This is an optimization exercise on Yosys and OpenROAD, whose aim is a short achievable clock period, not a production implementation.
Only simulation tests tie the RTL to the original design; equivalence was not proved.
No activity file was given, so power comes from the tool's default toggle rates.

File: config.mk
export PLATFORM = sky130hd
export DESIGN_NAME = video_box_overlay
export DESIGN_NICKNAME = video_box_overlay
export VERILOG_FILES = /design/flow/design.v
export SDC_FILE = /design/flow/constraint.sdc
export NUM_CORES = 4
export LEC_CHECK = 0
export ABC_CLOCK_PERIOD_IN_PS = 1500
export CAP_MARGIN = 20
export CORE_MARGIN = 2
export CORE_UTILIZATION = 70
export CTS_CLUSTER_DIAMETER = 80
export CTS_CLUSTER_SIZE = 25
export PLACE_DENSITY = 0.76
export SETUP_SLACK_MARGIN = 3.1
export SLEW_MARGIN = 20
export SYNTH_HIERARCHICAL = 0
export TNS_END_PERCENT = 20
File: constraint.sdc
create_clock -name core_clock -period 5.3 [get_ports {clk}]
set_input_delay 1.0600 -clock core_clock [delete_from_list [all_inputs] [get_ports {clk}]]
set_output_delay 1.0600 -clock core_clock [all_outputs]
set_load 0.01 [all_outputs]
File: design.v
module video_box_overlay #(
  parameter int N_BOX   = 8,
  parameter int W_PIX   = 24,
  parameter int W_COORD = 12,
  parameter int W_THK   = 4,
  localparam int W_IDX  = (N_BOX > 1) ? $clog2(N_BOX) : 1
) (
  input  logic               clk,
  input  logic               rstn,
  input  logic               vsync,
  input  logic               hsync,
  input  logic               de,
  input  logic [W_PIX-1:0]   data,
  input  logic               cfg_we,
  input  logic [W_IDX-1:0]   cfg_idx,
  input  logic               cfg_en,
  input  logic               cfg_blend,
  input  logic [W_COORD-1:0] cfg_x,
  input  logic [W_COORD-1:0] cfg_y,
  input  logic [W_COORD-1:0] cfg_w,
  input  logic [W_COORD-1:0] cfg_h,
  input  logic [W_THK-1:0]   cfg_thick,
  input  logic [W_PIX-1:0]   cfg_color,
  output logic               vsync_o,
  output logic               hsync_o,
  output logic               de_o,
  output logic [W_PIX-1:0]   data_o,
  output logic               cfg_commit
);
  localparam int CW     = W_COORD + 1;
  localparam int N_LANE = W_PIX / 8;
  localparam logic [W_COORD-1:0] COORD_MAX = {W_COORD{1'b1}};
  logic               vsync_prev_r, de_prev_r;
  logic               vsync_rise_s, de_fall_s;
  assign vsync_rise_s = vsync & ~vsync_prev_r;
  assign de_fall_s    = ~de & de_prev_r;
  always_ff @(posedge clk or negedge rstn) begin
    if (!rstn) begin
      vsync_prev_r <= 1'b0;
      de_prev_r    <= 1'b0;
      cfg_commit   <= 1'b0;
    end else begin
      vsync_prev_r <= vsync;
      de_prev_r    <= de;
      cfg_commit   <= vsync_rise_s;
    end
  end
  logic [W_COORD-1:0] x_cnt_r [N_BOX];
  logic [W_COORD-1:0] y_cnt_r [N_BOX];
  always_ff @(posedge clk or negedge rstn) begin
    if (!rstn) begin
      for (int i = 0; i < N_BOX; i++) begin
        x_cnt_r[i] <= {W_COORD{1'b0}};
        y_cnt_r[i] <= {W_COORD{1'b0}};
      end
    end else begin
      for (int i = 0; i < N_BOX; i++) begin
        if (de_fall_s)
          x_cnt_r[i] <= {W_COORD{1'b0}};
        else if (de && (x_cnt_r[i] != COORD_MAX))
          x_cnt_r[i] <= x_cnt_r[i] + {{(W_COORD-1){1'b0}}, 1'b1};
        if (vsync_rise_s)
          y_cnt_r[i] <= {W_COORD{1'b0}};
        else if (de_fall_s && (y_cnt_r[i] != COORD_MAX))
          y_cnt_r[i] <= y_cnt_r[i] + {{(W_COORD-1){1'b0}}, 1'b1};
      end
    end
  end
  logic [CW-1:0]      cfg_t2_s;
  logic               cfg_iok_s;
  logic [W_COORD-1:0] cfg_wt_s, cfg_ht_s;
  assign cfg_t2_s  = {{(CW-W_THK-1){1'b0}}, cfg_thick, 1'b0};
  assign cfg_iok_s = (cfg_thick != {W_THK{1'b0}}) && (cfg_t2_s < {1'b0, cfg_w}) &&
                     (cfg_t2_s < {1'b0, cfg_h});
  assign cfg_wt_s  = cfg_w - {{(W_COORD-W_THK){1'b0}}, cfg_thick};
  assign cfg_ht_s  = cfg_h - {{(W_COORD-W_THK){1'b0}}, cfg_thick};
  logic               pend_en_r    [N_BOX];
  logic               pend_blend_r [N_BOX];
  logic               pend_iok_r   [N_BOX];
  logic [W_COORD-1:0] pend_x0_r    [N_BOX];
  logic [W_COORD-1:0] pend_y0_r    [N_BOX];
  logic [W_COORD-1:0] pend_w_r     [N_BOX];
  logic [W_COORD-1:0] pend_h_r     [N_BOX];
  logic [W_COORD-1:0] pend_wt_r    [N_BOX];
  logic [W_COORD-1:0] pend_ht_r    [N_BOX];
  logic [W_THK-1:0]   pend_t_r     [N_BOX];
  logic [W_PIX-1:0]   pend_color_r [N_BOX];
  logic               act_en_r     [N_BOX];
  logic               act_iok_r    [N_BOX];
  logic               act_blend_r  [N_BOX];
  logic [W_COORD-1:0] act_x0_r     [N_BOX];
  logic [W_COORD-1:0] act_y0_r     [N_BOX];
  logic [CW-1:0]      act_x1_r     [N_BOX];
  logic [CW-1:0]      act_y1_r     [N_BOX];
  logic [CW-1:0]      act_xi0_r    [N_BOX];
  logic [CW-1:0]      act_yi0_r    [N_BOX];
  logic [CW-1:0]      act_xi1_r    [N_BOX];
  logic [CW-1:0]      act_yi1_r    [N_BOX];
  logic [W_PIX-1:0]   act_color_r  [N_BOX];
  always_ff @(posedge clk or negedge rstn) begin
    if (!rstn) begin
      for (int i = 0; i < N_BOX; i++) begin
        pend_en_r[i]    <= 1'b0;
        pend_blend_r[i] <= 1'b0;
        pend_iok_r[i]   <= 1'b0;
        pend_x0_r[i]    <= {W_COORD{1'b0}};
        pend_y0_r[i]    <= {W_COORD{1'b0}};
        pend_w_r[i]     <= {W_COORD{1'b0}};
        pend_h_r[i]     <= {W_COORD{1'b0}};
        pend_wt_r[i]    <= {W_COORD{1'b0}};
        pend_ht_r[i]    <= {W_COORD{1'b0}};
        pend_t_r[i]     <= {W_THK{1'b0}};
        pend_color_r[i] <= {W_PIX{1'b0}};
        act_en_r[i]     <= 1'b0;
        act_iok_r[i]    <= 1'b0;
        act_blend_r[i]  <= 1'b0;
        act_x0_r[i]     <= {W_COORD{1'b0}};
        act_y0_r[i]     <= {W_COORD{1'b0}};
        act_x1_r[i]     <= {CW{1'b0}};
        act_y1_r[i]     <= {CW{1'b0}};
        act_xi0_r[i]    <= {CW{1'b0}};
        act_yi0_r[i]    <= {CW{1'b0}};
        act_xi1_r[i]    <= {CW{1'b0}};
        act_yi1_r[i]    <= {CW{1'b0}};
        act_color_r[i]  <= {W_PIX{1'b0}};
      end
    end else begin
      for (int i = 0; i < N_BOX; i++) begin
        if (cfg_we && (32'(cfg_idx) == i)) begin
          pend_en_r[i]    <= cfg_en;
          pend_blend_r[i] <= cfg_blend;
          pend_iok_r[i]   <= cfg_iok_s;
          pend_x0_r[i]    <= cfg_x;
          pend_y0_r[i]    <= cfg_y;
          pend_w_r[i]     <= cfg_w;
          pend_h_r[i]     <= cfg_h;
          pend_wt_r[i]    <= cfg_wt_s;
          pend_ht_r[i]    <= cfg_ht_s;
          pend_t_r[i]     <= cfg_thick;
          pend_color_r[i] <= cfg_color;
        end
        if (vsync_rise_s) begin
          act_en_r[i]    <= pend_en_r[i];
          act_iok_r[i]   <= pend_iok_r[i];
          act_blend_r[i] <= pend_blend_r[i];
          act_x0_r[i]    <= pend_x0_r[i];
          act_y0_r[i]    <= pend_y0_r[i];
          act_x1_r[i]    <= {1'b0, pend_x0_r[i]} + {1'b0, pend_w_r[i]};
          act_y1_r[i]    <= {1'b0, pend_y0_r[i]} + {1'b0, pend_h_r[i]};
          act_xi0_r[i]   <= {1'b0, pend_x0_r[i]} + {{(CW-W_THK){1'b0}}, pend_t_r[i]};
          act_yi0_r[i]   <= {1'b0, pend_y0_r[i]} + {{(CW-W_THK){1'b0}}, pend_t_r[i]};
          act_xi1_r[i]   <= {1'b0, pend_x0_r[i]} + {1'b0, pend_wt_r[i]};
          act_yi1_r[i]   <= {1'b0, pend_y0_r[i]} + {1'b0, pend_ht_r[i]};
          act_color_r[i] <= pend_color_r[i];
        end
      end
    end
  end
  logic [N_BOX-1:0] ox_s, ix_s, oy_s, iy_s;
  always_comb begin
    for (int i = 0; i < N_BOX; i++) begin
      ox_s[i] = act_en_r[i] && (x_cnt_r[i] >= act_x0_r[i]) && ({1'b0, x_cnt_r[i]} < act_x1_r[i]);
      ix_s[i] = act_iok_r[i] && ({1'b0, x_cnt_r[i]} >= act_xi0_r[i]) &&
                ({1'b0, x_cnt_r[i]} < act_xi1_r[i]);
      oy_s[i] = (y_cnt_r[i] >= act_y0_r[i]) && ({1'b0, y_cnt_r[i]} < act_y1_r[i]);
      iy_s[i] = ({1'b0, y_cnt_r[i]} >= act_yi0_r[i]) && ({1'b0, y_cnt_r[i]} < act_yi1_r[i]);
    end
  end
  logic               s1_vs_r, s1_hs_r, s1_de_r;
  logic [W_PIX-1:0]   s1_data_r;
  logic [N_BOX-1:0]   s1_ox_r, s1_ix_r, s1_oy_r, s1_iy_r;
  logic               s2_vs_r, s2_hs_r, s2_de_r, s2_hit_r, s2_rep_r;
  logic [W_PIX-1:0]   s2_data_r;
  logic [N_BOX-1:0]   s2_sel_r;
  logic               s3_vs_r, s3_hs_r, s3_de_r;
  logic [W_PIX-1:0]   s3_a_r, s3_b_r;
  logic [N_BOX-1:0] hit_s, sel_s;
  logic             hit_any_s, rep_s;
  assign hit_s = {N_BOX{s1_de_r}} & s1_ox_r & s1_oy_r & ~(s1_ix_r & s1_iy_r);
  always_comb begin
    logic blocked;
    blocked = 1'b0;
    for (int i = 0; i < N_BOX; i++) begin
      sel_s[i] = hit_s[i] & ~blocked;
      blocked  = blocked | hit_s[i];
    end
    hit_any_s = blocked;
    rep_s     = 1'b0;
    for (int i = 0; i < N_BOX; i++)
      rep_s = rep_s | (sel_s[i] & ~act_blend_r[i]);
  end
  logic [W_PIX-1:0] sel_color_s, a_s, b_s;
  always_comb begin
    sel_color_s = {W_PIX{1'b0}};
    for (int i = 0; i < N_BOX; i++)
      sel_color_s = sel_color_s | ({W_PIX{s2_sel_r[i]}} & act_color_r[i]);
    a_s = s2_rep_r ? sel_color_s : s2_data_r;
    b_s = s2_hit_r ? sel_color_s : s2_data_r;
  end
  logic [W_PIX-1:0] mix_s;
  always_comb begin
    for (int l = 0; l < N_LANE; l++)
      mix_s[l*8 +: 8] = 8'(({1'b0, s3_a_r[l*8 +: 8]} + {1'b0, s3_b_r[l*8 +: 8]}) >> 1);
  end
  always_ff @(posedge clk) begin
    s1_ox_r  <= ox_s;
    s1_ix_r  <= ix_s;
    s1_oy_r  <= oy_s;
    s1_iy_r  <= iy_s;
    s2_sel_r <= sel_s;
  end
  always_ff @(posedge clk or negedge rstn) begin
    if (!rstn) begin
      s1_vs_r    <= 1'b0;
      s1_hs_r    <= 1'b0;
      s1_de_r    <= 1'b0;
      s1_data_r  <= {W_PIX{1'b0}};
      s2_vs_r    <= 1'b0;
      s2_hs_r    <= 1'b0;
      s2_de_r    <= 1'b0;
      s2_hit_r   <= 1'b0;
      s2_rep_r   <= 1'b0;
      s2_data_r  <= {W_PIX{1'b0}};
      s3_vs_r    <= 1'b0;
      s3_hs_r    <= 1'b0;
      s3_de_r    <= 1'b0;
      s3_a_r     <= {W_PIX{1'b0}};
      s3_b_r     <= {W_PIX{1'b0}};
      vsync_o    <= 1'b0;
      hsync_o    <= 1'b0;
      de_o       <= 1'b0;
      data_o     <= {W_PIX{1'b0}};
    end else begin
      s1_vs_r    <= vsync;
      s1_hs_r    <= hsync;
      s1_de_r    <= de;
      s1_data_r  <= data;
      s2_vs_r    <= s1_vs_r;
      s2_hs_r    <= s1_hs_r;
      s2_de_r    <= s1_de_r;
      s2_hit_r   <= hit_any_s;
      s2_rep_r   <= rep_s;
      s2_data_r  <= s1_data_r;
      s3_vs_r    <= s2_vs_r;
      s3_hs_r    <= s2_hs_r;
      s3_de_r    <= s2_de_r;
      s3_a_r     <= a_s;
      s3_b_r     <= b_s;
      vsync_o    <= s3_vs_r;
      hsync_o    <= s3_hs_r;
      de_o       <= s3_de_r;
      data_o     <= mix_s;
    end
  end
endmodule
File: flow/run.sh
#!/bin/bash
# Own flow: the standard layout (standard.sh) unchanged, except that the
# port buffers that global placement inserts are plain buf_4 cells instead of
# the cell buffer_ports picks by default (a slow delay cell on this platform).
set -euo pipefail
export BUFFER_PORTS_ARGS="-buffer_cell sky130_fd_sc_hd__buf_4"
bash standard.sh finish > flow_standard.log 2>&1
File: standard.sh
#!/bin/bash
# synth_recipe.tcl (not shown) runs the flow's synth.tcl, then flattens the netlist and writes it again
# the make line also repeats each setting of config.mk as NAME=value (left out here)
make -C /OpenROAD-flow-scripts/flow DESIGN_CONFIG=/design/flow/config.mk WORK_HOME=/design/flow/orfs CLKGATE_MAP_FILE= SYNTH_SCRIPT=/design/flow/synth_recipe.tcl "${@:-finish}"
==> flow_summary_export.csv <==
group,metric,value,unit
finish,layout.nets,14600,
clock_tree,ctsLongestPathBuffers,3,
sta,fin_setup_tns,0,ps
finish,fill_cells,11800,
finish,seqCellArea,0.0556,mm^2
die,die_w,421,um
sta,fin_crit,2440,ps
die,dieArea,0.177,mm^2
die,die_y,421,um
global_routing,grt_pass1_wl,553000,um
sta,setup_viol,0,
sta,maxSlewHeadroom,13.0,%
pwr,leakage,66.0,nW
routing,highest_layer,"met5",
die,initial_core_util,70.2,%
routing,route.met3.wl,34700,um
routing,drc_errors,0,
sta,holdWs,67.5,ps
outcome,status,"no timing/DRC/antenna violations",
routing,drt_iter0_markers,10500,
critical_path,criticalPathCategory,"primary input to register",
clock_tree,cts_root_buffer,"clkbuf_16",
die,core_area,0.173,mm^2
die,io_pins,139,
synth,ys_async_sr_fraction,98.2,%
synth,synth_cell_types,82,
clock_tree,cts_made_buffers,131,
pwr,p_per_area,400,mW/mm^2
placement,place.gp.congestion,0.952,
synth,syn-num-nets,14400,
routing,drtAntennaViolNets,0,
routing,wl_met1,145000,um
finish,multi_input_area,0.0635,mm^2
job,cap_violations,0,
critical_path,end_kind,"register",
sta,layout_worst_path_cycle_share,46.1,%
sta,slew_violations,0,
pwr,fin_total_pwr,53.9,mW
sta,finalWorstSetupSlack,2860,ps
synth,synth_seq_area_share,45.5,%
hold_path,min_path_type,"primary input to async pin",
synth,synth_flop_cell,"dfrtp_1",
routing,via_per_inst,6.31,
synth,synth_warnings,26,
finish,area_delta_synth_final,10.7,%
finish,final_common_cell,"nand2_1",
routing,dr.pass1.iters,8,
global_routing,grt.overflow.total,0,
placement,placed_area,0.126,mm^2
sta,fin_skew,36.4,ps
routing,routed_wl,362000,um
clock_tree,insertion_delay,840,ps
routing,wl_per_cell,23.2,um
synth,synth-edff-count,0,
synth,syn_area,0.122,mm^2
global_routing,grt_max_degree,143,
placement,numPortBuffers,138,
critical_path,cp.required,5980,ps
synth,ys_ff_latch,2223,
sta,rsz0062_at_grt,"yes",
synth,synth.avg_cell_area,9.37,um^2
pwr,vdd_drop_max,0.000374,V
placement,place_hpwl,241000,um
routing,vias,98600,
synth,syn_inst,13000,
finish,final_area,0.135,mm^2
finish,final_cell_mix,"nand2_1 (2,812), dfrtp_1 (2,084), ha_1 (1,187), o21ai_0 (1,082), inv_1 (897)",
sta,max_freq,410,MHz
routing,route.met2.wl,162000,um
critical_path,cp_max_fo,10,
global_routing,antenna_found_initial,38,
clock_tree,htree_levels,4,
finish,drive_gt1_share,11.5,%
sta,hold_viol_final,0,
placement,pre_cts_slack,1600,ps
global_routing,grt_pass1_vias,96800,
sta,worst-slew-pin-transition,1310,ps
critical_path,start_kind,"primary input",
critical_path,crit_arrival,3120,ps
clock_tree,cts_tree,"built",
global_routing,grt_usage,40.2,%
clock_tree,clk_pin_slew,90,ps
die,rows,153,
clock_tree,cts_sinks,2223,
-- layer usage --
metal  global-route usage [%]  up-vias
met5                        0        -
met3                     8.27      940
met4                     21.6       12
li1                         -    44900
met1                     54.7    48500
met2                     60.9     4255
-- cell families (layout without fill, tap and decap cells) --
group | Yosys count | after routing | synth area share (%)
and+or+nand+nor | 4301 | 4304 | 15.4
AOI/OAI and AO/OA | 3023 | 3023 | 14.9
DFF | 2223 | 2223 | 45.5
buffers and inverters | 1389 | 1655 | 4.41
adders and majority gates | 1290 | 1290 | 13.6
xor gates and xnor gates | 490 | 490 | 3.52
muxes | 285 | 285 | 2.61
other | 0 | 28 | 0
-- final cells by class --
class / instances / area share (%)
clock inverter: 68 / 0.584
sequential: 2223 / 41.2
multi-input combinational: 9392 / 47.1
timing repair inverter: 3 / 0.0195
tap: 2325 / 2.16
inverter: 917 / 2.63
antenna: 28 / 0.0520
timing repair buffer: 506 / 3.55
clock buffer: 161 / 2.68
-- power breakdown --
part           internal, mW  switching (mW)
clock network          5.29            6.31
logic                  7.85            10.2
registers              20.8            3.37
-- critical path, stage by stage --
cell and delay, ps:
buf_6 210, inv_16 70, ha_4 210, nor2b_1 120, o21a_1 210, o21ai_2 310
nand4b_1 260, xor2_4 520, o21ai_1 120
-- state kept, by name (all words and copies together) (netlist names), 32 cells and up --
name          count
pend_w_r         96
pend_wt_r        96
pend_x0_r        96
act_xi1_r       104
act_y0_r         96
x_cnt_r          96
act_yi0_r       104
act_y1_r        104
act_x0_r         96
y_cnt_r          96
pend_h_r         96
act_yi1_r       104
act_x1_r        104
pend_ht_r        96
pend_y0_r        96
pend_t_r         32
act_color_r     192
pend_color_r    192
act_xi0_r       104
-- cells in the mapped netlist, types with 104 or more instances --
| master | number | share of area [%] |
|---|---|---|
| nand2_1 | 2817 | 8.7 |
| xnor2_1 | 218 | 1.6 |
| a22oi_1 | 104 | 0.64 |
| ha_1 | 1237 | 13 |
| a21o_1 | 303 | 1.9 |
| dfrtp_1 | 2183 | 45 |
| a21oi_1 | 613 | 2.5 |
| nand4_1 | 156 | 0.80 |
| o21ai_0 | 1283 | 5.3 |
| xor2_1 | 272 | 2.0 |
| clkbuf_1 | 314 | 0.97 |
| mux2_2 | 261 | 2.4 |
| nand3_1 | 203 | 0.83 |
| buf_2 | 117 | 0.48 |
| nor2_1 | 483 | 1.5 |
| inv_1 | 915 | 2.8 |
| o21a_1 | 166 | 1.0 |
-- worst paths after layout --
| check | cells past startpoint | end | startpoint | slack (ps) |
|---|---|---|---|---|
| min in group core_clock | 1 | s1_data_r[17] | data[17] | 320 |
| max in group asynchronous | 2 | data_o[11] | rstn | 3600 |
| setup reg to reg | 8 | act_yi1_r[7][10] | pend_y0_r[7][0] | 2900 |
| hold / removal | 1 | y_cnt_r[7][8] | rstn | 70 |
| setup / recovery | 9 | pend_wt_r[6][9] | cfg_thick[1] | 2860 |
| hold reg to reg | 0 | s2_data_r[9] | s1_data_r[9] | 350 |
-- repair_timing --
action                                   CTS  global route
setup buffers                             95           133
endpoints found under the hold margin      0             0
cloned                                    12             0
endpoints found under the setup margin  1546           694
gates resized for setup                  272           442
hold buffers                               0             0
pin swaps                                 47           185
-- through the flow --
| stage | utilization [%] | instances |
|---|---|---|
| floorplan | - | 13000 |
| global placement | 72.5 | 15100 |
| detailed placement | 72.5 | 15100 |
| CTS | 76.2 | 15500 |
| global route | 77.7 | 15600 |
| finish | 77.7 | 15600 |

-- port drivers added, routing unchanged --
No port has a modelled driver above. Below, the same layout with a new extraction and two added sets of constraints. Step 1 (the two cells are an assumption about what drives the block):
set clk [get_ports {clk}]
set_driving_cell -lib_cell sky130_fd_sc_hd__clkbuf_16 $clk
set_driving_cell -lib_cell sky130_fd_sc_hd__buf_2 [delete_from_list [all_inputs] $clk]
Step 2 times the ports against the registers' clock, not the clock port: input delays grow and output delays shrink by t, the midpoint of the rising clock arrivals with the driver on. a / b / c = ideal ports / drivers / drivers and shift; a / b = the first two.
shift t [ns]: 0.931
setup WS [ns]: 2.859 / 2.775 / 1.844
worst hold slack (ns): 0.068 / 0.053 / 0.353
clock arrival spread, ns: 0.040 / 0.040
worst slew at a driven data input, ns: 0.19
After both steps this run still meets setup and hold. The setup slack of this run moves by -0.084 ns with the drivers and by -1.015 ns with both steps.
